Background: an optimization exercise with open tools, aiming at small area. Do not read the settings as production practice.
The RTL was checked by simulation tests, not by an equivalence proof against the original design.

--- flow/run.sh ---
#!/bin/bash
# synth_recipe.tcl (not shown) runs the flow's synth.tcl, then flattens the netlist and writes it again
# the make line also repeats each setting of config.mk as NAME=value (left out here)
make -C /OpenROAD-flow-scripts/flow DESIGN_CONFIG=/design/flow/config.mk WORK_HOME=/design/flow/orfs CLKGATE_MAP_FILE= SYNTH_SCRIPT=/design/flow/synth_recipe.tcl finish
--- flow/config.mk ---
export PLATFORM = sky130hd
export DESIGN_NAME = serial_debug
export DESIGN_NICKNAME = serial_debug
export VERILOG_FILES = /design/flow/design.v
export SDC_FILE = /design/flow/constraint.sdc
export NUM_CORES = 4
export LEC_CHECK = 0
export CAP_MARGIN = 20
export CORE_MARGIN = 2
export CORE_UTILIZATION = 40
export SLEW_MARGIN = 20
--- flow/constraint.sdc ---
create_clock -name core_clock -period 30.0 [get_ports {i_clk}]
set_input_delay 6.0000 -clock core_clock [delete_from_list [all_inputs] [get_ports {i_clk}]]
set_output_delay 6.0000 -clock core_clock [all_outputs]
set_load 0.01 [all_outputs]
--- flow/design.v ---
`default_nettype none
package dbg_report_pkg;
    typedef logic [7:0] char_t;       
    typedef logic [4:0] char_idx_t;   
    typedef enum logic {
        SRC_FRAME = 1'b0,
        SRC_PIXEL = 1'b1
    } report_src_t;
    typedef enum logic [1:0] {
        UART_IDLE  = 2'd0,
        UART_START = 2'd1,
        UART_DATA  = 2'd2,
        UART_STOP  = 2'd3
    } uart_state_t;
    typedef enum logic [1:0] {
        SEQ_IDLE = 2'd0,
        SEQ_SEND = 2'd1,
        SEQ_WAIT = 2'd2
    } seq_state_t;
    function automatic char_t hex_ascii(input logic [3:0] nib);
        hex_ascii = (nib < 4'd10) ? char_t'(8'd48 + nib) : char_t'(8'd55 + nib);
    endfunction
    function automatic char_t dec_ascii(input logic [3:0] dig);
        dec_ascii = char_t'(8'd48 + dig);
    endfunction
endpackage
`default_nettype wire
`timescale 1ns/10ps
`default_nettype none
module uart_tx #(
    parameter int CLKS_PER_BIT = (51000000 / 115200)
) (
    input  wire   i_clk,
    input  wire   i_rst_n,
    input  wire   i_send,     
    input  dbg_report_pkg::char_t i_data,
    output logic  o_tx,       
    output logic  o_busy
);
    localparam int CNT_W = $clog2(CLKS_PER_BIT + 1);
    localparam logic [CNT_W-1:0] BIT_LAST = CNT_W'(CLKS_PER_BIT - 1);
    dbg_report_pkg::uart_state_t      r_state;
    logic [CNT_W-1:0] r_clk_cnt;    
    logic [2:0]       r_bit_idx;    
    logic [7:0]       r_shift;      
    wire bit_done = (r_clk_cnt == BIT_LAST);
    always_ff @(posedge i_clk) begin
        if (!i_rst_n) begin
            r_state   <= dbg_report_pkg::UART_IDLE;
            r_clk_cnt <= '0;
            r_bit_idx <= 3'd0;
            o_tx      <= 1'b1;    
            o_busy    <= 1'b0;
        end else begin
            r_clk_cnt <= bit_done ? '0 : r_clk_cnt + 1'b1;
            case (r_state)
                dbg_report_pkg::UART_IDLE: begin
                    r_clk_cnt <= '0;
                    if (i_send) begin
                        r_shift <= i_data;
                        o_tx    <= 1'b0;    
                        o_busy  <= 1'b1;
                        r_state <= dbg_report_pkg::UART_START;
                    end
                end
                dbg_report_pkg::UART_START: if (bit_done) begin
                    o_tx      <= r_shift[0];
                    r_bit_idx <= 3'd0;
                    r_state   <= dbg_report_pkg::UART_DATA;
                end
                dbg_report_pkg::UART_DATA: if (bit_done) begin
                    r_shift   <= r_shift >> 1;
                    r_bit_idx <= r_bit_idx + 3'd1;
                    if (r_bit_idx == 3'd7) begin
                        o_tx    <= 1'b1;    
                        r_state <= dbg_report_pkg::UART_STOP;
                    end else begin
                        o_tx <= r_shift[1];
                    end
                end
                dbg_report_pkg::UART_STOP: if (bit_done) begin
                    o_busy  <= 1'b0;
                    r_state <= dbg_report_pkg::UART_IDLE;
                end
                default: r_state <= dbg_report_pkg::UART_IDLE;
            endcase
        end
    end
endmodule
`default_nettype wire
`timescale 1ns/10ps
`default_nettype none
module frame_report (
    input  wire        i_clk,
    input  wire        i_rst_n,
    input  wire        i_enable,
    input  wire        i_frame_tick,
    input  wire        i_pixel_valid,
    input  wire [11:0] i_cpu_pc,
    input  wire [15:0] i_cpu_instr_count,
    input  wire        i_cpu_running,
    input  wire        i_grant,          
    input  dbg_report_pkg::char_idx_t  i_char_idx,
    output logic       o_req,
    output dbg_report_pkg::char_t      o_char
);
    logic        r_tick_d;
    logic [15:0] r_frame_cnt;    
    logic [15:0] r_frame_lat;    
    logic [13:0] r_pv_cnt;       
    logic [13:0] r_pv_lat;
    logic [15:0] s_frame;
    logic [11:0] s_pc;
    logic [15:0] s_instr;
    logic [13:0] s_pv;
    logic        s_run;
    wire tick_rise = i_frame_tick & ~r_tick_d;
    always_ff @(posedge i_clk) begin
        if (!i_rst_n) begin
            r_tick_d    <= 1'b0;
            r_frame_cnt <= 16'd0;
            r_frame_lat <= 16'd0;
            r_pv_cnt    <= 14'd0;
            r_pv_lat    <= 14'd0;
            o_req       <= 1'b0;
        end else begin
            r_tick_d <= i_frame_tick;
            if (tick_rise) begin
                r_frame_cnt <= r_frame_cnt + 16'd1;
                r_frame_lat <= r_frame_cnt;      
                r_pv_lat    <= r_pv_cnt;
                r_pv_cnt    <= i_pixel_valid ? 14'd1 : 14'd0;   
            end else if (i_pixel_valid) begin
                r_pv_cnt <= (r_pv_cnt == 14'd9999) ? 14'd0 : r_pv_cnt + 14'd1;
            end
            if (!i_enable)
                o_req <= 1'b0;
            else if (tick_rise)
                o_req <= 1'b1;     
            else if (i_grant)
                o_req <= 1'b0;
        end
    end
    always_ff @(posedge i_clk) begin
        if (i_grant) begin
            s_frame <= r_frame_lat;
            s_pv    <= r_pv_lat;
            s_pc    <= i_cpu_pc;
            s_instr <= i_cpu_instr_count;
            s_run   <= i_cpu_running;
        end
    end
    logic [3:0] v_d3, v_d2, v_d1, v_d0;    
    assign v_d3 = 4'(s_pv / 14'd1000);
    assign v_d2 = 4'((s_pv / 14'd100) % 14'd10);
    assign v_d1 = 4'((s_pv / 14'd10) % 14'd10);
    assign v_d0 = 4'(s_pv % 14'd10);
    always_comb begin
        case (i_char_idx)
            5'd0:  o_char = "F";
            5'd1:  o_char = ":";
            5'd2:  o_char = dbg_report_pkg::hex_ascii(s_frame[15:12]);
            5'd3:  o_char = dbg_report_pkg::hex_ascii(s_frame[11:8]);
            5'd4:  o_char = dbg_report_pkg::hex_ascii(s_frame[7:4]);
            5'd5:  o_char = dbg_report_pkg::hex_ascii(s_frame[3:0]);
            5'd7:  o_char = "P";
            5'd8:  o_char = "C";
            5'd9:  o_char = ":";
            5'd10: o_char = dbg_report_pkg::hex_ascii(s_pc[11:8]);
            5'd11: o_char = dbg_report_pkg::hex_ascii(s_pc[7:4]);
            5'd12: o_char = dbg_report_pkg::hex_ascii(s_pc[3:0]);
            5'd14: o_char = "I";
            5'd15: o_char = ":";
            5'd16: o_char = dbg_report_pkg::hex_ascii(s_instr[15:12]);
            5'd17: o_char = dbg_report_pkg::hex_ascii(s_instr[11:8]);
            5'd18: o_char = dbg_report_pkg::hex_ascii(s_instr[7:4]);
            5'd19: o_char = dbg_report_pkg::hex_ascii(s_instr[3:0]);
            5'd21: o_char = "V";
            5'd22: o_char = ":";
            5'd23: o_char = dbg_report_pkg::dec_ascii(v_d3);
            5'd24: o_char = dbg_report_pkg::dec_ascii(v_d2);
            5'd25: o_char = dbg_report_pkg::dec_ascii(v_d1);
            5'd26: o_char = dbg_report_pkg::dec_ascii(v_d0);
            5'd28: o_char = s_run ? "R" : ".";    
            5'd29: o_char = 8'h0D;                
            5'd30: o_char = 8'h0A;                
            default: o_char = " ";                
        endcase
    end
endmodule
`default_nettype wire
`timescale 1ns/10ps
`default_nettype none
module pixel_report (
    input  wire        i_clk,
    input  wire        i_rst_n,
    input  wire        i_enable,
    input  wire        i_pixel_strobe,
    input  wire [31:0] i_pixel_count,
    input  wire [9:0]  i_pixel_x,
    input  wire [9:0]  i_pixel_y,
    input  wire [2:0]  i_pixel_brightness,
    input  wire        i_grant,
    input  dbg_report_pkg::char_idx_t  i_char_idx,
    output logic       o_req,
    output dbg_report_pkg::char_t      o_char
);
    logic        r_strobe_d;
    logic [31:0] r_cnt;          
    logic [9:0]  r_x, r_y;
    logic [2:0]  r_bri;
    logic [16:0] s_cnt;          
    logic [9:0]  s_x, s_y;
    logic [2:0]  s_bri;
    wire strobe_rise = i_pixel_strobe & ~r_strobe_d;
    always_ff @(posedge i_clk) begin
        if (!i_rst_n) begin
            r_strobe_d <= 1'b0;
            o_req      <= 1'b0;
        end else begin
            r_strobe_d <= i_pixel_strobe;
            if (!i_enable)
                o_req <= 1'b0;
            else if (strobe_rise)
                o_req <= 1'b1;
            else if (i_grant)
                o_req <= 1'b0;
        end
    end
    always_ff @(posedge i_clk) begin
        if (strobe_rise) begin
            r_cnt <= i_pixel_count;
            r_x   <= i_pixel_x;
            r_y   <= i_pixel_y;
            r_bri <= i_pixel_brightness;
        end
        if (i_grant) begin
            s_cnt <= 17'(r_cnt % 32'd100000);
            s_x   <= r_x;
            s_y   <= r_y;
            s_bri <= r_bri;
        end
    end
    always_comb begin
        case (i_char_idx)
            5'd0:  o_char = "P";
            5'd1:  o_char = ":";
            5'd2:  o_char = dbg_report_pkg::dec_ascii(4'(s_cnt / 17'd10000));
            5'd3:  o_char = dbg_report_pkg::dec_ascii(4'((s_cnt / 17'd1000) % 17'd10));
            5'd4:  o_char = dbg_report_pkg::dec_ascii(4'((s_cnt / 17'd100) % 17'd10));
            5'd5:  o_char = dbg_report_pkg::dec_ascii(4'((s_cnt / 17'd10) % 17'd10));
            5'd6:  o_char = dbg_report_pkg::dec_ascii(4'(s_cnt % 17'd10));
            5'd8:  o_char = "X";
            5'd9:  o_char = ":";
            5'd10: o_char = dbg_report_pkg::dec_ascii(4'((s_x / 10'd100) % 10'd10));
            5'd11: o_char = dbg_report_pkg::dec_ascii(4'((s_x / 10'd10) % 10'd10));
            5'd12: o_char = dbg_report_pkg::dec_ascii(4'(s_x % 10'd10));
            5'd14: o_char = "Y";
            5'd15: o_char = ":";
            5'd16: o_char = dbg_report_pkg::dec_ascii(4'((s_y / 10'd100) % 10'd10));
            5'd17: o_char = dbg_report_pkg::dec_ascii(4'((s_y / 10'd10) % 10'd10));
            5'd18: o_char = dbg_report_pkg::dec_ascii(4'(s_y % 10'd10));
            5'd20: o_char = "B";
            5'd21: o_char = ":";
            5'd22: o_char = dbg_report_pkg::dec_ascii({1'b0, s_bri});   
            5'd23: o_char = 8'h0D;
            5'd24: o_char = 8'h0A;
            default: o_char = " ";
        endcase
    end
endmodule
`default_nettype wire
`timescale 1ns/10ps
`default_nettype none
module report_sequencer (
    input  wire       i_clk,
    input  wire       i_rst_n,
    input  wire       i_frame_req,
    input  wire       i_pixel_req,
    input  dbg_report_pkg::char_t     i_frame_char,
    input  dbg_report_pkg::char_t     i_pixel_char,
    input  wire       i_tx_busy,
    output logic      o_frame_grant,
    output logic      o_pixel_grant,
    output dbg_report_pkg::char_idx_t o_char_idx,
    output logic      o_send,       
    output dbg_report_pkg::char_t     o_data
);
    localparam dbg_report_pkg::char_idx_t FRAME_LAST = dbg_report_pkg::char_idx_t'(31 - 1);
    localparam dbg_report_pkg::char_idx_t PIXEL_LAST = dbg_report_pkg::char_idx_t'(25 - 1);
    dbg_report_pkg::seq_state_t  r_state;
    dbg_report_pkg::report_src_t r_src;      
    dbg_report_pkg::char_idx_t   r_idx;
    assign o_pixel_grant = (r_state == dbg_report_pkg::SEQ_IDLE) & i_pixel_req;
    assign o_frame_grant = (r_state == dbg_report_pkg::SEQ_IDLE) & i_frame_req & ~i_pixel_req;
    assign o_char_idx    = r_idx;
    wire dbg_report_pkg::char_t     cur_char = (r_src == dbg_report_pkg::SRC_PIXEL) ? i_pixel_char : i_frame_char;
    wire dbg_report_pkg::char_idx_t last_idx = (r_src == dbg_report_pkg::SRC_PIXEL) ? PIXEL_LAST : FRAME_LAST;
    always_ff @(posedge i_clk) begin
        if (!i_rst_n) begin
            r_state <= dbg_report_pkg::SEQ_IDLE;
            r_src   <= dbg_report_pkg::SRC_FRAME;
            r_idx   <= '0;
            o_send  <= 1'b0;
        end else begin
            o_send <= 1'b0;
            case (r_state)
                dbg_report_pkg::SEQ_IDLE: begin
                    r_idx <= '0;
                    if (o_pixel_grant) begin
                        r_src   <= dbg_report_pkg::SRC_PIXEL;
                        r_state <= dbg_report_pkg::SEQ_SEND;
                    end else if (o_frame_grant) begin
                        r_src   <= dbg_report_pkg::SRC_FRAME;
                        r_state <= dbg_report_pkg::SEQ_SEND;
                    end
                end
                dbg_report_pkg::SEQ_SEND: if (!i_tx_busy) begin    
                    o_send  <= 1'b1;
                    r_state <= dbg_report_pkg::SEQ_WAIT;
                end
                dbg_report_pkg::SEQ_WAIT: if (i_tx_busy) begin     
                    if (r_idx == last_idx) begin
                        r_state <= dbg_report_pkg::SEQ_IDLE;
                    end else begin
                        r_idx   <= r_idx + 1'b1;
                        r_state <= dbg_report_pkg::SEQ_SEND;
                    end
                end
                default: r_state <= dbg_report_pkg::SEQ_IDLE;
            endcase
        end
    end
    always_ff @(posedge i_clk) begin
        if (r_state == dbg_report_pkg::SEQ_SEND && !i_tx_busy)
            o_data <= cur_char;
    end
endmodule
`default_nettype wire
`timescale 1ns/10ps
`default_nettype none
module serial_debug #(
    parameter int CLKS_PER_BIT = (51000000 / 115200)
) (
    input  wire        i_clk,
    input  wire        i_rst_n,
    input  wire        i_enable,            
    input  wire        i_frame_tick,
    input  wire        i_pixel_valid,
    input  wire [11:0] i_cpu_pc,
    input  wire [15:0] i_cpu_instr_count,
    input  wire        i_cpu_running,
    input  wire        i_pixel_strobe,
    input  wire [31:0] i_pixel_count,
    input  wire [9:0]  i_pixel_x,
    input  wire [9:0]  i_pixel_y,
    input  wire [2:0]  i_pixel_brightness,
    output logic       o_uart_tx
);
    logic      w_frame_req, w_pixel_req;
    logic      w_frame_grant, w_pixel_grant;
    dbg_report_pkg::char_idx_t w_char_idx;
    dbg_report_pkg::char_t     w_frame_char, w_pixel_char;
    logic      w_send, w_busy;
    dbg_report_pkg::char_t     w_data;
    frame_report frame_report_i (
        .i_clk             (i_clk),
        .i_rst_n           (i_rst_n),
        .i_enable          (i_enable),
        .i_frame_tick      (i_frame_tick),
        .i_pixel_valid     (i_pixel_valid),
        .i_cpu_pc          (i_cpu_pc),
        .i_cpu_instr_count (i_cpu_instr_count),
        .i_cpu_running     (i_cpu_running),
        .i_grant           (w_frame_grant),
        .i_char_idx        (w_char_idx),
        .o_req             (w_frame_req),
        .o_char            (w_frame_char)
    );
    pixel_report pixel_report_i (
        .i_clk              (i_clk),
        .i_rst_n            (i_rst_n),
        .i_enable           (i_enable),
        .i_pixel_strobe     (i_pixel_strobe),
        .i_pixel_count      (i_pixel_count),
        .i_pixel_x          (i_pixel_x),
        .i_pixel_y          (i_pixel_y),
        .i_pixel_brightness (i_pixel_brightness),
        .i_grant            (w_pixel_grant),
        .i_char_idx         (w_char_idx),
        .o_req              (w_pixel_req),
        .o_char             (w_pixel_char)
    );
    report_sequencer report_sequencer_i (
        .i_clk         (i_clk),
        .i_rst_n       (i_rst_n),
        .i_frame_req   (w_frame_req),
        .i_pixel_req   (w_pixel_req),
        .i_frame_char  (w_frame_char),
        .i_pixel_char  (w_pixel_char),
        .i_tx_busy     (w_busy),
        .o_frame_grant (w_frame_grant),
        .o_pixel_grant (w_pixel_grant),
        .o_char_idx    (w_char_idx),
        .o_send        (w_send),
        .o_data        (w_data)
    );
    uart_tx #(
        .CLKS_PER_BIT (CLKS_PER_BIT)
    ) uart_tx_i (
        .i_clk   (i_clk),
        .i_rst_n (i_rst_n),
        .i_send  (w_send),
        .i_data  (w_data),
        .o_tx    (o_uart_tx),
        .o_busy  (w_busy)
    );
endmodule
`default_nettype wire
==> metrics.cfg <==
[sta]
skew_ns = 0.0257
tns_ns = 0
drv_slew = 0
min_period_over_period_pct = 92.3
finalSetupViolations = 0
hold_ws_ns = 0.413
finalWorstSetupSlack_ns = 2.30
timing.fmax_mhz = 36.1
hold_viol_final = 0
slew_headroom_pct = 25.3
fin_crit_ns = 27.70
tightest_slew_ns = 1.11

[critical_path]
worst_ep_required_time_ns = 30.42
cp_top_family = compound AO/OA/AOI/OAI gates
crit_fanout = 11
endpoint_kind = register
cp.arrival_ns = 28.12
critPathSlowestCell = o41a_1
regToRegEndpoint = report_sequencer_i.o_data[2]
worst_setup_path_start_kind = register
rrSetupSlack_ns = 2.30
rr_startpoint = report_sequencer_i.r_idx[1]
startpoint = report_sequencer_i.r_idx[1]
cp_common_cell = ha_1
setup.worst_path.end = report_sequencer_i.o_data[2]
rr_worst_depth = 138
crit_type = reg2reg
critical-path-max-stage-delay_ns = 0.55
critPathBufInv = 7
path_depth = 138

[yosys]
synth_cell_types = 134
synth_edf_count = 168
synth-seq-cells = 257
syn_nets = 4836
syn_inst = 4502
synth_area_per_cell_um2 = 7.53
synthFlopType = edfxtp_1
yosysSeqAreaShare_pct = 20.1
synth-async-reset-ratio_pct = 0
synthesis.area_um2 = 33900
ys_warn_count = 4

[routing]
top_layer_used = met5
drc = 0
drtPass1Iterations = 7
dr.first_iter.drc_count = 2572
vias = 33900
wirelength_um = 99700
met2_length_um = 43900
met1Wirelength_um = 48300
ant_nets = 0
wl_per_cell_um = 17.7
vias_per_cell = 6.01
route.met3.wl_um = 5230

[floorplan]
die_w_um = 295
fp.dieH_um = 295
coreArea_um2 = 83800
io_pins = 91
num_rows = 106
start_util_pct = 40.5
die_area_um2 = 87100

[clocking]
worstSkewPairLatency_ns = 0.57
cts_buffers = 34
cts_sinks = 257
root_buffer = clkbuf_16
h-tree-depth = 2
cts.clk_slew.worst_paths_ns = 0.06
cts_tree = yes
cts_buffer_depth = 3

[final_layout]
post-route-util_pct = 44.3
final_layout_size_suffix_gt1_share_pct = 7.19
syn_to_final_growth_pct = 9.61
n_antenna_cell = 0
final_cells = 5643
fin_nets = 4818

[placement]
hpwlAfterDp_um = 75800
routabilityCongestion = 0.943
numPortBuffers = 90
placed_cells = 5566
dp_slack_ns = 0.203

[global_route]
grt_max_degree = 69
grt_pass1_vias = 30900
grt_overflow = 0
grt_pass1_wl_um = 161000
antenna_found_initial = 3
grt_usage_pct = 22.2

[worst_hold_path]
whs_path_depth = 0
min_path_type = reg2reg

[run]
maxCapViolCount = 0

[run_status]
status = timing/DRC/antenna clean

-- state kept, by name, summed over array words and instances (netlist names), 12 cells and up --
register and cells:
frame_report_i.r_pv_cnt 14, frame_report_i.s_frame 16, frame_report_i.r_frame_cnt 16, frame_report_i.s_pc 12, frame_report_i.s_instr 16, pixel_report_i.r_cnt 32, frame_report_i.s_pv 14, frame_report_i.r_frame_lat 16
pixel_report_i.s_cnt 17, frame_report_i.r_pv_lat 14
-- worst min-delay path by stage --
| stage | from | slack (ns) | endpoint |
|---|---|---|---|
| 3_5_place_dp | pixel_report_i.r_bri[1] | 0.40 | pixel_report_i.s_bri[1] |
| 3_3_place_gp | pixel_report_i.r_x[6] | 0.40 | pixel_report_i.s_x[6] |
| 2_1_floorplan | pixel_report_i.r_bri[0] | 0.40 | pixel_report_i.s_bri[0] |
| 5_1_grt | pixel_report_i.r_y[1] | 0.43 | pixel_report_i.s_y[1] |
| 4_1_cts | pixel_report_i.r_bri[1] | 0.41 | pixel_report_i.s_bri[1] |
| 6_report | pixel_report_i.r_x[4] | 0.41 | pixel_report_i.s_x[4] |
-- synthesized netlist by cell type, drive strengths merged (17+ instances only) --
cell	count	area share, %
xor2	71	1.8
mux2	42	1.4
mux2i	73	2.2
or2	41	0.76
buf	34	0.59
nand2	525	5.8
xnor2	190	5.0
nor3	173	2.6
and3	68	1.3
nor3b	19	0.44
o31ai	67	1.6
o21ai	331	5.0
a311oi	20	0.54
a21boi	74	1.7
clkbuf	180	2.0
o311ai	17	0.51
a32oi	17	0.46
maj3	21	0.62
a2111oi	19	0.66
o31a	17	0.44
or3	56	1.1
dfxtp	89	5.3
o211ai	63	1.5
a22oi	18	0.44
inv	155	1.7
o21a	92	2.0
edfxtp	168	15
a211o	28	0.73
o2111ai	23	0.61
a211oi	55	1.2
nor2b	46	0.85
ha	244	9.0
o22ai	43	0.81
a21o	59	1.3
nand4	44	0.81
and2	67	1.2
a21oi	306	4.6
nor2	415	4.6
a31oi	54	1.1
nand3	121	1.8
or4	19	0.43
nor4	42	0.88
nand2b	61	1.1
-- cell usage in the layout, fill, tap and decap left out, types with 70 or more instances in the layout --
master             n
dfxtp_1           88
a21oi_1          292
inv_1            155
mux2i_1           70
nand3_1          121
edfxtp_1         168
clkdlybuf4s50_1   89
o21a_1            91
nor2_1           408
xnor2_1          186
o21ai_0          276
ha_1             243
nand2_1          520
nor3_1           168
xor2_1            71
-- area by class of cell --
cell class | count | area [µm²]
Timing Repair Buffer | 160 | 1440
Fill cell | 8549 | 46700
Inverter | 158 | 593
Multi-Input combinational cell | 3873 | 25800
Tap cell | 1134 | 1420
Clock inverter | 15 | 165
Sequential cell | 257 | 6830
Clock buffer | 46 | 957
-- worst reg2reg max path, delay by kind of cell (launching register included) --
kind	cells	cell delay (ns)
AO/OA/AOI/OAI	73	13.50
AND/OR/NAND/NOR	38	7.13
adder cells (fa/ha/maj)	15	4.45
multiplexers	5	1.35
buffers and inverters	7	0.78
flip-flops	1	0.35
-- layer usage --
metal  vias to the layer above  global-route usage (%)
met5                         -                       0
li1                      16900                       -
met4                         4                    5.77
met2                       894                    35.6
met1                     15900                    31.7
met3                       130                    2.23
-- repair_timing --
item,4_1_cts,5_1_grt
setup endpoints to repair,0,4
gates resized for setup,0,36
setup buffers,0,16
hold buffers,0,0
-- stage by stage --
stage | instance area (µm²)
2_1_floorplan | 33900
3_3_place_gp | 35800
3_5_place_dp | 35800
4_1_cts | 36900
5_1_grt | 37200
6_report | 37200
-- logic make-up (layout without fill, tap and decap cells) --
kind of cell	after synthesis	count (layout)	share of synthesized area (%)
AOI/OAI and AO/OA	1481	1481	30.3
xor gates and xnor gates	261	261	6.83
adders and majority gates	265	265	9.62
buffers and inverters	372	379	4.34
DFF	257	257	20.1
muxes	116	116	3.65
and+or+nand+nor	1750	1750	25.1

-- static timing again, ports no longer ideal --
How much do the figures lean on ideal ports? The routed layout below was timed once more, with nothing changed but the port constraints.
Step 1 (the two cells are an assumption about what drives the block):
set clk [get_ports {i_clk}]
set_driving_cell -lib_cell sky130_fd_sc_hd__clkbuf_16 $clk
set_driving_cell -lib_cell sky130_fd_sc_hd__buf_2 [delete_from_list [all_inputs] $clk]
Step 2 moves the port delays by t, midway between the first and last clock arrival at a register: inputs arrive t later, outputs are due t later. That takes back most of the time a late clock gives input paths.
Slacks: ideal / step 1 / step 2; pairs: ideal / step 1.
t, ns: 0.623
setup WS [ns]: 2.302 / 2.302 / 2.302
worst slew at a driven data input, ns: 0.10
After both steps setup and hold are still met in this run. For this run, drivers alone change the setup slack by 0.000 ns; drivers and shift together by 0.000 ns.
